From an optimization exercise on the open Yosys and OpenROAD flow, aimed at small area and a short achievable clock period; shortcuts taken in it are not production practice.
RTL that was checked went through simulation tests only; none was proved equivalent to the original.
Power and IR drop assume default switching activity. The clock port is modelled as an ideal driver; clocking choices that lean on that would not hold on a real chip.

==> inputs of build 25 <==
==> flow/design.v (excerpt) <==
module eth_readout (
	input  logic                  RCLK,
	input  logic                  RST_RESYNC,
	input  logic                  smp_wr_en_i,
	input  logic [11:0]           smp_data_i,
	input  logic                  smp_ovlp_i,
	input  logic                  l1a_wr_en_i,
	input  logic [23:0]           l1a_num_i,
	input  logic                  warn_i,
	input  logic                  txack_i,
	output logic [15:0]           txd_o,
	output logic                  txd_valid_o,
	output logic                  evt_buf_amt_o,
	output logic                  evt_buf_afl_o
);
export LEC_CHECK = 0
export ABC_CLOCK_PERIOD_IN_PS = 1500
export CAP_MARGIN = 20
export CORE_MARGIN = 2
export CORE_UTILIZATION = 70
export SETUP_SLACK_MARGIN = 1.3
export SLEW_MARGIN = 20
create_clock -name core_clock -period 3.0 [get_ports {RCLK}]
standard.sh (not shown) runs the stock make flow with config.mk's settings and CLKGATE_MAP_FILE= SYNTH_SCRIPT=/design/flow/synth_recipe.tcl, a recipe that flattens the netlist after the stock synthesis.
==> flow/flow/run.sh <==
#!/bin/bash
# Standard ORFS layout (the standard.sh) with a few ORFS variables changed:
#  - sizing may change a cell's footprint (port buffers can be resized),
#  - CTS without dummy loads and with larger sink clusters.
set -euo pipefail
bash standard.sh synth > synth.log 2>&1
bash standard.sh MATCH_CELL_FOOTPRINT=0 \
  "CTS_ARGS=-sink_clustering_enable -repair_clock_nets -dont_use_dummy_load -sink_clustering_size 30 -sink_clustering_max_diameter 100" \
  finish > layout.log 2>&1
==> build 78: changes against build 25 <==
--- a/flow/design.v
+++ b/flow/design.v
@@ -17,57 +17,85 @@
 		n[13] = d[12] ^ c[14] ^ c[0];
 		n[14] = c[1];
 		crc15_d13 = n;
 	endfunction
 endpackage
 `timescale 1ns/10ps
 module sync_fifo #(
 	parameter int WIDTH = 13,
-	parameter int DEPTH_LOG2 = 5
+	parameter int DEPTH = 32,
+	parameter int CW = 6
 )(
 	input  logic                  RCLK,
-	input  logic                  RST_RESYNC,
+	input  logic                  phase_i,   
 	input  logic                  do_wr_i,
 	input  logic [WIDTH-1:0]      din_i,
 	input  logic                  do_rd_i,
-	output logic [WIDTH-1:0]      dout_o
-);
-	localparam int DEPTH = 2**DEPTH_LOG2;
+	input  logic [CW-1:0]         count_i,   
+	output logic [WIDTH-1:0]      dout_o     
+);
 	logic [DEPTH-1:0][WIDTH-1:0] mem;
-	logic [DEPTH_LOG2-1:0] wr_ptr;
-	logic [DEPTH_LOG2-1:0] wr_ptr_inc;
-	logic [DEPTH-1:0] rd_sel;  
-	always_ff @(posedge RCLK) begin
+	logic [DEPTH:0] at;        
+	logic [DEPTH-1:0] ld;      
+	logic [DEPTH-1:0] sh;      
+	logic [DEPTH-1:0] hd;      
+	logic [WIDTH-1:0] din_x;
+	localparam int NHI = DEPTH / 8 + 1;
+	logic [7:0] at_lo;
+	logic [NHI-1:0] at_hi;
+	sync_fifo_dec #(.CW(CW), .NHI(NHI)) dec (
+		.count_i(count_i), .lo_o(at_lo), .hi_o(at_hi)
+	);
+	always_comb begin
+		for (int i = 0; i <= DEPTH; i++) at[i] = at_lo[i % 8] && at_hi[i / 8];
 		for (int i = 0; i < DEPTH; i++) begin
-			if (do_wr_i && wr_ptr == i) mem[i] <= din_i;
-		end
-	end
+			ld[i] = do_wr_i && (do_rd_i ? at[i+1] : at[i]);
+			sh[i] = do_rd_i && !ld[i] && (i < DEPTH - 1);
+			hd[i] = !ld[i] && !sh[i];
+		end
+	end
+	assign din_x = din_i ^ {WIDTH{phase_i}};
+	logic [DEPTH-1:0][WIDTH-1:0] mem_d;
+	for (genvar i = 0; i < DEPTH; i++) begin : g_row
+		sync_fifo_row #(.WIDTH(WIDTH)) row (
+			.ld_i(ld[i]), .sh_i(sh[i]), .hd_i(hd[i]),
+			.din_i(din_x), .next_i(mem[(i + 1) % DEPTH]), .self_i(mem[i]),
+			.d_o(mem_d[i])
+		);
+	end
+	always_ff @(posedge RCLK) begin
+		mem <= mem_d;
+	end
+	assign dout_o = mem[0] ^ {WIDTH{phase_i}};
+endmodule
+module sync_fifo_row #(
+	parameter int WIDTH = 13
+)(
+	input  logic             ld_i,
+	input  logic             sh_i,
+	input  logic             hd_i,
+	input  logic [WIDTH-1:0] din_i,
+	input  logic [WIDTH-1:0] next_i,
+	input  logic [WIDTH-1:0] self_i,
+	output logic [WIDTH-1:0] d_o
+);
+	assign d_o = ~(({WIDTH{ld_i}} & din_i) | ({WIDTH{sh_i}} & next_i) | ({WIDTH{hd_i}} & self_i));
+endmodule
+module sync_fifo_dec #(
+	parameter int CW = 6,
+	parameter int NHI = 5
+)(
+	input  logic [CW-1:0]  count_i,
+	output logic [7:0]     lo_o,
+	output logic [NHI-1:0] hi_o
+);
 	always_comb begin
-		logic c;
-		c = 1'b1;
-		for (int b = 0; b < DEPTH_LOG2; b++) begin
-			wr_ptr_inc[b] = wr_ptr[b] ^ c;
-			c = c & wr_ptr[b];
-		end
-	end
-	always_ff @(posedge RCLK or posedge RST_RESYNC) begin
-		if (RST_RESYNC) begin
-			wr_ptr <= '0;
-			rd_sel <= {{(DEPTH-1){1'b0}}, 1'b1};
-		end else begin
-			if (do_wr_i) wr_ptr <= wr_ptr_inc;
-			if (do_rd_i) rd_sel <= {rd_sel[DEPTH-2:0], rd_sel[DEPTH-1]};
-		end
-	end
-	always_comb begin
-		dout_o = '0;
-		for (int i = 0; i < DEPTH; i++) begin
-			dout_o = dout_o | ({WIDTH{rd_sel[i]}} & mem[i]);
-		end
+		for (int k = 0; k < 8; k++) lo_o[k] = (count_i[2:0] == k);
+		for (int k = 0; k < NHI; k++) hi_o[k] = (count_i[CW-1:3] == k);
 	end
 endmodule
 `timescale 1ns/10ps
 `timescale 1ns/10ps
 `timescale 1ns/10ps
 module eth_readout (
 	input  logic                  RCLK,
 	input  logic                  RST_RESYNC,
@@ -94,16 +122,20 @@
 	function automatic logic [5:0] dec6(input logic [5:0] v);
 		logic c;
 		c = 1'b1;
 		for (int b = 0; b < 6; b++) begin
 			dec6[b] = v[b] ^ c;
 			c = c & ~v[b];
 		end
 	endfunction
+	logic phase;
+	always_ff @(posedge RCLK) begin
+		phase <= ~phase;
+	end
 	logic send;         
 	logic done;         
 	logic [3:0] slot;
 	logic rd_phase;     
 	logic adv;
 	logic smp_rd;
 	assign adv = send && txack_i;
 	assign smp_rd = rd_phase && txack_i;
@@ -124,37 +156,37 @@
 			evt_buf_afl_o <= 1'b0;
 		end else begin
 			if (smp_inc) smp_count <= inc6(smp_count);
 			else if (smp_dec) smp_count <= dec6(smp_count);
 			amt_n <= smp_inc ? (smp_count > 6'd3) : smp_dec ? (smp_count > 6'd5) : (smp_count > 6'd4);
 			evt_buf_afl_o <= smp_inc ? (smp_count >= 6'd27) : smp_dec ? (smp_count >= 6'd29) : (smp_count >= 6'd28);
 		end
 	end
-	sync_fifo #(.WIDTH(13), .DEPTH_LOG2(5)) smp_fifo (
-		.RCLK(RCLK), .RST_RESYNC(RST_RESYNC),
+	sync_fifo #(.WIDTH(13), .DEPTH(32), .CW(6)) smp_fifo (
+		.RCLK(RCLK), .phase_i(phase),
 		.do_wr_i(smp_do_wr), .din_i({smp_ovlp_i, smp_data_i}),
-		.do_rd_i(smp_rd), .dout_o(smp_head)
+		.do_rd_i(smp_rd), .count_i(smp_count), .dout_o(smp_head)
 	);
 	logic [4:0] l1a_count;
 	logic l1a_do_wr;
 	logic [24:0] l1a_head;
 	assign l1a_do_wr = l1a_wr_en_i && (!l1a_count[4] || done);
 	always_ff @(posedge RCLK or posedge RST_RESYNC) begin
 		if (RST_RESYNC) begin
 			l1a_count <= '0;
 		end else begin
 			if (l1a_do_wr && !done) l1a_count <= 5'(inc6({1'b0, l1a_count}));
 			else if (done && !l1a_do_wr) l1a_count <= 5'(dec6({1'b0, l1a_count}));
 		end
 	end
-	sync_fifo #(.WIDTH(25), .DEPTH_LOG2(4)) l1a_fifo (
-		.RCLK(RCLK), .RST_RESYNC(RST_RESYNC),
+	sync_fifo #(.WIDTH(25), .DEPTH(16), .CW(5)) l1a_fifo (
+		.RCLK(RCLK), .phase_i(phase),
 		.do_wr_i(l1a_do_wr), .din_i({warn_i, l1a_num_i}),
-		.do_rd_i(done), .dout_o(l1a_head)
+		.do_rd_i(done), .count_i(l1a_count), .dout_o(l1a_head)
 	);
 	always_ff @(posedge RCLK or posedge RST_RESYNC) begin
 		if (RST_RESYNC) begin
 			send <= 1'b0;
 			done <= 1'b0;
 			slot <= '0;
 			rd_phase <= 1'b0;
 		end else begin
==> flow/flow/run.sh (replaced) <==
#!/bin/bash
# Standard ORFS layout (the standard.sh, standard synthesis) with a few
# ORFS variables changed:
#  - port buffers are buf_4 cells, and sizing may change a cell's footprint,
#  - CTS without dummy loads and with larger sink clusters.
# Each step's full output is in synth.log / layout.log here and in orfs/logs.
set -euo pipefail
bash standard.sh synth > synth.log 2>&1
bash standard.sh MATCH_CELL_FOOTPRINT=0 \
  "BUFFER_PORTS_ARGS=-buffer_cell sky130_fd_sc_hd__buf_4" \
  "CTS_ARGS=-sink_clustering_enable -repair_clock_nets -dont_use_dummy_load -sink_clustering_size 24 -sink_clustering_max_diameter 80" \
  finish > layout.log 2>&1
==> flow/config.mk (replaced) <==
export PLATFORM = sky130hd
export DESIGN_NAME = eth_readout
export DESIGN_NICKNAME = eth_readout
export VERILOG_FILES = /design/flow/design.v
export SDC_FILE = /design/flow/constraint.sdc
export NUM_CORES = 4
export LEC_CHECK = 0
export CAP_MARGIN = 20
export CORE_MARGIN = 2
export CORE_UTILIZATION = 70
export SETUP_SLACK_MARGIN = 1.0
export SLEW_MARGIN = 20
export SYNTH_HIERARCHICAL = 1
export SYNTH_MINIMUM_KEEP_SIZE = 0
==> notes.md <==
item                                                                   build 25           build 78
Clock network fraction of total power                                     22.3%              14.7%
Post-synth design cell area                                       0.03460 sq mm      0.03237 sq mm
DP Cell Count                                                             2,680              2,962
Final period utilization                                                 77.19%             72.27%
Endpoint of the worst-slack reg-to-reg timing path                     word1[2]  smp_fifo.mem[308]
Met1 routing resource usage after global routing                         62.03%             46.37%
Met3 WL post-DR                                                        23.99 mm           10.61 mm
Non-clock buffer total of the final layout                                  411                257
Multi-In Gates                                                              857              1,331
Flop pwr share                                                            60.4%              54.7%
Reported net switching power                                           7.219 mW           15.22 mW
Synthesized-area fraction occupied by ao, oa, aoi and oai cells          10.99%             28.35%
Synth cell types                                                             56                 60
Max transition margin                                                    42.08%             17.48%
Layout net count                                                          2,326              2,582
Critical Path Sink                                                     word1[2]  smp_fifo.mem[308]
Final cell utilization of the core                                       86.93%             79.44%
Outcome                                                          finished clean     finished clean
Critical path required time                                             3370 ps            3500 ps
Inverter count                                                               16                 11
Final Non-Filler Cells                                                    2,927              3,129
Pin count of the biggest net entering global routing                         35                 33
The RTL of build 25 was laid out without a check of its function.

-- port drivers added, routing unchanged --
Ports are ideal in the flow. The routed layouts listed here were re-timed in OpenROAD.
Step 1, drivers: a clkbuf_16 drives RCLK and a buf_2 each remaining input, both assumed.
Step 2 times the ports against the registers' clock, not the clock port: input delays grow and output delays shrink by t, the midpoint of the rising clock arrivals with the driver on.
Three values: no drivers, after step 1, after step 2; two values: the first two.
run	t, ns	setup WS [ns]	hold slack, ns	clock arrival spread, ns	pins driven straight from the clock port
build 25	0.663	0.684 / 0.684 / 0.684	0.476 / 0.436 / 0.486	0.055 / 0.055	1
build 78	0.662	0.832 / 0.832 / 0.428	0.189 / 0.148 / 0.423	0.051 / 0.052	1
After both steps setup and hold are still met in every run listed. For build 78, which loses most, drivers alone change the setup slack by 0.000 ns; drivers and shift together by -0.404 ns.
